Background: an optimization exercise with open tools, aiming at small area, a short achievable clock period and few clock cycles per item. Do not read the settings as production practice.
Function was checked by simulation only, so behaviour that the tests miss may differ from the original.

==> inputs of run P <==
// ntt_core
module ntt_core (
    input  logic  clk,
    input  logic  reset,
    input  logic  load_w,
    input  logic  load_data,
    input  logic  start,
    input  ntt_pkg::coef_t din,
    output logic  done,
    output logic  dout_valid,
    output ntt_pkg::coef_t dout
);
clock: 95.0 ns
lec_check: 0
cap_margin: 20
core_margin: 2
core_utilization: 40
slew_margin: 20
standard.sh (not shown) runs the stock make flow with config.mk's settings and CLKGATE_MAP_FILE= SYNTH_SCRIPT=/design/flow/synth_recipe.tcl, a recipe that flattens the netlist after the stock synthesis.
==> flow/flow/run.sh <==
#!/bin/bash
set -euo pipefail
cd "$(dirname "$0")/.."
bash standard.sh "BUFFER_PORTS_ARGS=-buffer_cell sky130_fd_sc_hd__buf_2" finish > make_finish.log 2>&1
==> run C: changes against run P <==
--- a/flow/design.v
+++ b/flow/design.v
@@ -70,15 +70,15 @@
         end else if (lw_act) begin
             n_lw_cnt = lw_cnt + 4'd1;
             if (lw_cnt == 4'd9) begin
                 n_lw_act = 1'b0; n_cv_act = 1'b1; n_cv_cnt = '0;
             end
         end else if (cv_act) begin
             n_cv_cnt = cv_cnt + 5'd1;
-            if (cv_cnt == 5'd23) begin
+            if (cv_cnt == 5'd19) begin
                 n_cv_act = 1'b0; n_tw_ready = 1'b1;
             end
         end
         if (acc_d) begin
             n_ph = 6'd2; n_spec_ok = 1'b1; n_rc_act = 1'b0;
         end else begin
             if (ph != 6'd0 && ph < 6'd18) n_ph = ph + 6'd1;
@@ -98,46 +98,45 @@
                 n_rc_act = 1'b1; n_rc = '0; n_rc_ok = 1'b1;
             end
         end
         if (acc_s) n_started = 1'b1;
         else if (tx && ph == 6'd40) n_started = 1'b0;
     end
     logic d_load, d_st1, d_st2, d_ph17, d_rot, d_bl0, d_conv, d_xo, d_out, d_oneg, d_oside, d_mside;
-    logic d_at18, d_iss, d_usec, d_sub, d_f0, d_cx2;
+    logic d_at18, d_iss, d_usec, d_sub, d_f0;
     logic [1:0] d_om, d_kind, d_osrc, d_uv, d_vv;
     logic [2:0] d_idx, d_tw;
     logic c_load, c_st1, c_st2, c_ph17, c_rot, c_bl0, c_conv, c_xo, c_out, c_oneg, c_oside, c_mside;
-    logic c_at18, c_iss, c_usec, c_sub, c_f0, c_cx2;
+    logic c_at18, c_iss, c_usec, c_sub, c_f0;
     logic [1:0] c_om, c_kind, c_osrc, c_uv, c_vv;
     logic [2:0] c_idx, c_tw;
     always_comb begin : decode
         logic n_run;    
         logic [5:0] f, o;
         n_run  = (n_ph >= 6'd19) && (n_ph <= 6'd40);
         d_load = (n_ph >= 6'd2) && (n_ph <= 6'd16);
         d_st1  = (n_ph >= 6'd10) && (n_ph <= 6'd16);
         d_st2  = (n_ph >= 6'd14) && (n_ph <= 6'd16);
         d_ph17 = (n_ph == 6'd17);
         d_rot  = n_rc_act && (n_rc <= 4'd7);
         d_bl0  = (n_ph == 6'd10) || (n_rc_act && n_rc == 4'd0);
-        d_conv = n_cv_act && (n_cv_cnt <= 5'd13);
-        d_cx2  = (n_cv_cnt == 5'd13);
+        d_conv = n_cv_act && (n_cv_cnt <= 5'd9);
         o      = n_ph - 6'd23;
         d_xo   = n_run && (n_ph >= 6'd23) && (n_ph <= 6'd38);
         d_out  = n_run && (n_ph >= 6'd24) && (n_ph <= 6'd39);
         d_oneg = o[3];
         d_om   = o[2:1];
         d_f0   = (o[2:1] == 2'd0);
         d_oside = o[0];
         f = n_ph - 6'd20;
         d_at18 = 1'b0;
         d_iss = 1'b0; d_kind = K_NONE; d_idx = 3'd0; d_tw = 3'd1; d_usec = 1'b0;
         d_osrc = 2'd0; d_uv = 2'd0; d_vv = 2'd0; d_sub = 1'b1; d_mside = 1'b0;
-        if (n_cv_act && (n_cv_cnt >= 5'd14) && (n_cv_cnt <= 5'd20)) begin
-            d_iss = 1'b1; d_kind = K_TW; d_idx = 3'(n_cv_cnt - 5'd13); d_tw = 3'(n_cv_cnt - 5'd13);
+        if (n_cv_act && (n_cv_cnt >= 5'd10) && (n_cv_cnt <= 5'd16)) begin
+            d_iss = 1'b1; d_kind = K_TW; d_idx = 3'(n_cv_cnt - 5'd9); d_tw = 3'(n_cv_cnt - 5'd9);
             d_usec = 1'b1;
         end else if (n_rc_act) begin
             d_osrc = 2'd1; d_sub = 1'b0;
             if (n_rc != 4'd0 && n_rc <= 4'd7 && n_tw_ready) begin
                 d_iss = 1'b1; d_kind = K_BP; d_idx = n_rc[2:0]; d_tw = n_rc[2:0];
             end
         end else if (n_ph >= 6'd10 && n_ph <= 6'd17) begin
@@ -157,15 +156,15 @@
             endcase
         end
     end
     always_ff @(posedge clk) begin
         c_load <= d_load; c_st1 <= d_st1; c_st2 <= d_st2; c_ph17 <= d_ph17; c_rot <= d_rot;
         c_bl0 <= d_bl0; c_conv <= d_conv; c_xo <= d_xo; c_out <= d_out; c_oneg <= d_oneg;
         c_oside <= d_oside; c_mside <= d_mside; c_at18 <= d_at18; c_iss <= d_iss; c_usec <= d_usec;
-        c_sub <= d_sub; c_f0 <= d_f0; c_cx2 <= d_cx2; c_om <= d_om; c_kind <= d_kind; c_osrc <= d_osrc;
+        c_sub <= d_sub; c_f0 <= d_f0; c_om <= d_om; c_kind <= d_kind; c_osrc <= d_osrc;
         c_uv <= d_uv; c_vv <= d_vv; c_idx <= d_idx; c_tw <= d_tw;
     end
     function automatic logic signed [19:0] vsel(input logic s, input int i);
         vsel = '0;
         case (i)
             0: vsel = s ? 20'(signed'({1'b0, bl[0]})) : 20'(signed'({1'b0, sh[15]}));
             1: vsel = s ? 20'(signed'({1'b0, bl[1]})) : 20'(signed'({1'b0, sh[14]}));
@@ -204,81 +203,66 @@
                     2'd1:    op_v = vsel(c_mside, 7);
                     2'd2:    op_v = vsel(c_mside, 3);
                     default: op_v = '0;
                 endcase
             end
         endcase
     end
-    assign op_a = 19'(op_u + (op_v ^ {20{c_sub}}) + 20'(c_sub) + (c_bl0 ? 20'(qq) : 20'({qq, 2'b00})));
+    assign op_a = 19'((c_sub ? (op_u - op_v) : (op_u + op_v)) + (c_bl0 ? 20'(qq) : 20'({qq, 2'b00})));
     logic [34:0] mm_t;               
     logic [23:0] mm_u;               
     logic        mm_va, mm_vb;
     logic [1:0]  mm_ka, mm_kb;
     logic [2:0]  mm_ia, mm_ib;
     logic [15:0] mm_r;               
     logic [15:0] p_r;                
-    logic [11:0] qh;
-    assign qh = qq[15:4];
-    logic [20:0] ub;
+    logic [35:0] mb;
     logic [3:0]  mbq;
-    logic [23:0] vb;
     always_comb begin : mont_b
-        ub = {1'b0, mm_t[19:0]};
+        mb = {1'b0, mm_t};
         for (int i = 0; i < 3; i++) begin
-            mbq = 4'(-ub[3:0]);
-            ub = 21'(ub[20:4]) + 21'(ub[3:0] != 4'd0) + 21'(mbq * qh);
+            mbq = 4'(-mb[3:0]);
+            mb = (mb + 36'(mbq) * 36'(qq)) >> 4;
         end
-        vb = 24'(ub[16:0]) + {1'b0, mm_t[34:20], 8'b0};
     end
-    logic [23:0] uc;
+    logic [24:0] mc;
     logic [3:0]  mcq;
-    logic [17:0] rd;
     always_comb begin : mont_c
-        uc = mm_u;
+        mc = {1'b0, mm_u};
         for (int i = 0; i < 2; i++) begin
-            mcq = 4'(-uc[3:0]);
-            uc = 24'(uc[23:4]) + 24'(uc[3:0] != 4'd0) + 24'(mcq * qh);
+            mcq = 4'(-mc[3:0]);
+            mc = (mc + 25'(mcq) * 25'(qq)) >> 4;
         end
-        rd = {1'b0, uc[16:0]} - {2'b0, qq};
-        mm_r = rd[17] ? uc[15:0] : rd[15:0];
+        mm_r = (mc[16:0] >= {1'b0, qq}) ? 16'(mc[16:0] - {1'b0, qq}) : mc[15:0];
     end
-    logic signed [20:0] o_e1, o_e2, o_f1, o_f2;
-    logic [21:0] x_n;
-    logic [18:0] x_r;
+    logic signed [20:0] o_e, o_f;
+    logic [21:0] x_n, x_r;
     always_comb begin
-        o_e1 = c_om[0] ? 21'(vsel(c_oside, 4)) : 21'(vsel(c_oside, 0));
-        o_e2 = c_om[0] ? 21'(vsel(c_oside, 6)) : 21'(vsel(c_oside, 2));
-        o_f1 = c_f0 ? 21'(vsel(c_oside, 1)) : 21'(signed'({1'b0, p_r}));
-        o_f2 = c_f0 ? 21'(vsel(c_oside, 3)) : 21'(0);
-        x_n  = 22'(22'(o_e1) + (22'(o_e2) ^ {22{c_om[1]}}) + (22'(o_f1) ^ {22{c_oneg}})
-                   + (22'(o_f2) ^ {22{c_oneg}}) + 22'({qq, 4'b0000})
-                   + 22'(c_om[1]) + 22'({c_oneg, 1'b0}));
-    end
-    function automatic logic [21:0] csub(input logic [21:0] u, input logic [21:0] k);
-        logic [22:0] d;
-        d = {1'b0, u} - {1'b0, k};
-        csub = d[22] ? u : d[21:0];
-    endfunction
-    logic [18:0] x_h;
-    always_comb begin : red_hi
-        logic [21:0] u;
-        u = csub(x_n, {2'b0, qq, 4'b0});
-        u = csub({1'b0, u[20:0]}, {3'b0, qq, 3'b0});
-        x_h = u[18:0];
+        case (c_om)
+            2'd0:    o_e = 21'(vsel(c_oside, 0)) + 21'(vsel(c_oside, 2));
+            2'd1:    o_e = 21'(vsel(c_oside, 4)) + 21'(vsel(c_oside, 6));
+            2'd2:    o_e = 21'(vsel(c_oside, 0)) - 21'(vsel(c_oside, 2));
+            default: o_e = 21'(vsel(c_oside, 4)) - 21'(vsel(c_oside, 6));
+        endcase
+        o_f = c_f0 ? (21'(vsel(c_oside, 1)) + 21'(vsel(c_oside, 3))) : 21'(signed'({1'b0, p_r}));
+        x_n = 22'((c_oneg ? (22'(o_e) - 22'(o_f)) : (22'(o_e) + 22'(o_f)))
+                  + 22'({qq, 3'b000}) + 22'({qq, 2'b00}));
     end
-    logic [18:0] red_in;
-    logic [15:0] red_out;
-    assign red_in = !c_conv ? x_r : (c_cx2 ? {2'b0, dout, 1'b0} : {dout, 3'b0});
-    always_comb begin : red_lo
+    function automatic logic [15:0] red5(input logic [21:0] x, input logic [15:0] qv);
         logic [21:0] u;
-        u = csub(22'(red_in), {4'b0, qq, 2'b0});
-        u = csub({4'b0, u[17:0]}, {5'b0, qq, 1'b0});
-        u = csub({5'b0, u[16:0]}, {6'b0, qq});
-        red_out = u[15:0];
-    end
+        u = x;
+        if (u >= {2'b00, qv, 4'b0000}) u = u - {2'b00, qv, 4'b0000};
+        if (u >= {3'b000, qv, 3'b000}) u = u - {3'b000, qv, 3'b000};
+        if (u >= {4'b0000, qv, 2'b00}) u = u - {4'b0000, qv, 2'b00};
+        if (u >= {5'b00000, qv, 1'b0}) u = u - {5'b00000, qv, 1'b0};
+        if (u >= {6'b000000, qv})      u = u - {6'b000000, qv};
+        red5 = u[15:0];
+    endfunction
+    logic [15:0] red_out;
+    assign red_out = red5(c_conv ? {2'b00, dout, 4'b0000} : x_r, qq);
     always_ff @(posedge clk or posedge reset) begin
         if (reset) begin
             cw_r <= 1'b0; cd_r <= 1'b0; cs_r <= 1'b0; idle_r <= 1'b0;
             lw_act <= 1'b0; lw_cnt <= '0;
             cv_act <= 1'b0; cv_cnt <= '0; tw_ready <= 1'b0;
             ph <= '0; started <= 1'b0; spec_ok <= 1'b0;
             rc_act <= 1'b0; rc <= '0; rc_ok <= 1'b0;
@@ -294,18 +278,18 @@
             mm_va <= c_iss && (!c_at18 || proceed) && !acc_w && !acc_d;
             mm_vb <= mm_va && !acc_w && !acc_d;
         end
     end
     always_ff @(posedge clk) begin
         mm_t  <= (c_usec ? 19'(dout) : op_a) * tw[c_tw];
         mm_ka <= c_kind; mm_ia <= c_idx;
-        mm_u  <= vb;
+        mm_u  <= mb[23:0];
         mm_kb <= mm_ka; mm_ib <= mm_ia;
         p_r   <= mm_r;
-        x_r   <= x_h;
+        x_r   <= x_n;
         if (mm_vb) begin
             case (mm_kb)
                 K_TW: tw[mm_ib] <= mm_r;
                 K_BP: begin
                     if (mm_ib <= 3'd3) bl[mm_ib[1:0]] <= {2'b0, mm_r};
                     else begin
                         bl[mm_ib[1:0]] <= bl[mm_ib[1:0]] + {2'b0, mm_r};
==> flow/run.sh (new file) <==
#!/bin/bash
# synth_recipe.tcl (not shown) runs the flow's synth.tcl, then flattens the netlist and writes it again
# the make line also repeats each setting of config.mk as NAME=value (left out here)
make -C /OpenROAD-flow-scripts/flow DESIGN_CONFIG=/design/flow/config.mk WORK_HOME=/design/flow/orfs CLKGATE_MAP_FILE= SYNTH_SCRIPT=/design/flow/synth_recipe.tcl finish
removed: flow/flow/run.sh
removed: flow/standard.sh
==> comparison table <==
Number of well-tap cells placed: run P 2175; run C 2325
Origin of the worst setup path: run P dout[1]; run C dout[2]
Share of synthesized area occupied by flip-flops and latches: run P 30.78%; run C 28.75%
Distinct cells, synth: run P 100; run C 99
Fraction of the core area covered by cells at the end of the flow: run P 43.73%; run C 44.09%
Non-filler cells in the finished layout: run P 8892; run C 9929
Fraction of synthesized area in multiplexers: run P 7.742%; run C 6.389%
Non-clock buffering overhead in the final layout: run P 1.617%; run C 2.031%
Minimum setup slack among reg-to-reg paths: run P 80.75 ns; run C 77.76 ns
Worst setup path endpoint: run P dout[1]; run C dout[2]
Worst slack at placement: run P 75.34 ns; run C 74.83 ns
Top achievable clock speed: run P 49.16 MHz; run C 47.98 MHz
Post-route cell area: run P 71020 µm²; run C 76640 µm²
Fillers: run P 15560; run C 16890
Number of diodes added for antenna fixing: run P 5; run C 3
Area fraction in compound gates after synthesis: run P 12.44%; run C 13.86%
# rows: run P 148; run C 153
Standard cell with the maximum stage delay on the critical path: run P sky130_fd_sc_hd__dfxtp_1; run C sky130_fd_sc_hd__clkdlybuf4s50_1
Status: run P finished clean; run C finished clean
Die outline height: run P 407.9 µm; run C 422.3 µm
Global-route track usage on met2: run P 39.80%; run C 40.99%
Clock Buffer Count: run P 118; run C 115
Testbench counts of run P, summed over its fixed seeds: cycles 5,456, items 128.
Testbench counts of run C, summed over its fixed seeds: cycles 5,424, items 128.

## what the ideal ports hide
The results above use ideal ports. As a check the final layouts listed here were re-extracted and re-timed, cells and wires unchanged. Step 1 (the two cells are an assumption about what drives the block):
set clk [get_ports {clk}]
set_driving_cell -lib_cell sky130_fd_sc_hd__clkbuf_16 $clk
set_driving_cell -lib_cell sky130_fd_sc_hd__buf_2 [delete_from_list [all_inputs] $clk]
Step 2, shift: input delay + t, output delay - t, t = (earliest + latest rising clock arrival at the registers) / 2. This alone moves slack from input paths to output paths. Three values: ideal ports, drivers, drivers and shift; two values: the first two.
| run | t (ns) | slack for setup (ns) | latest minus earliest clock arrival (ns) | worst data-port slew with drivers (ns) |
|---|---|---|---|---|
| run P | 0.761 | 74.659 / 74.583 / 75.330 | 0.092 / 0.092 | 0.08 |
| run C | 0.779 | 74.156 / 74.081 / 74.772 | 0.039 / 0.040 | 0.09 |
After both steps setup and hold are still met in every run listed.
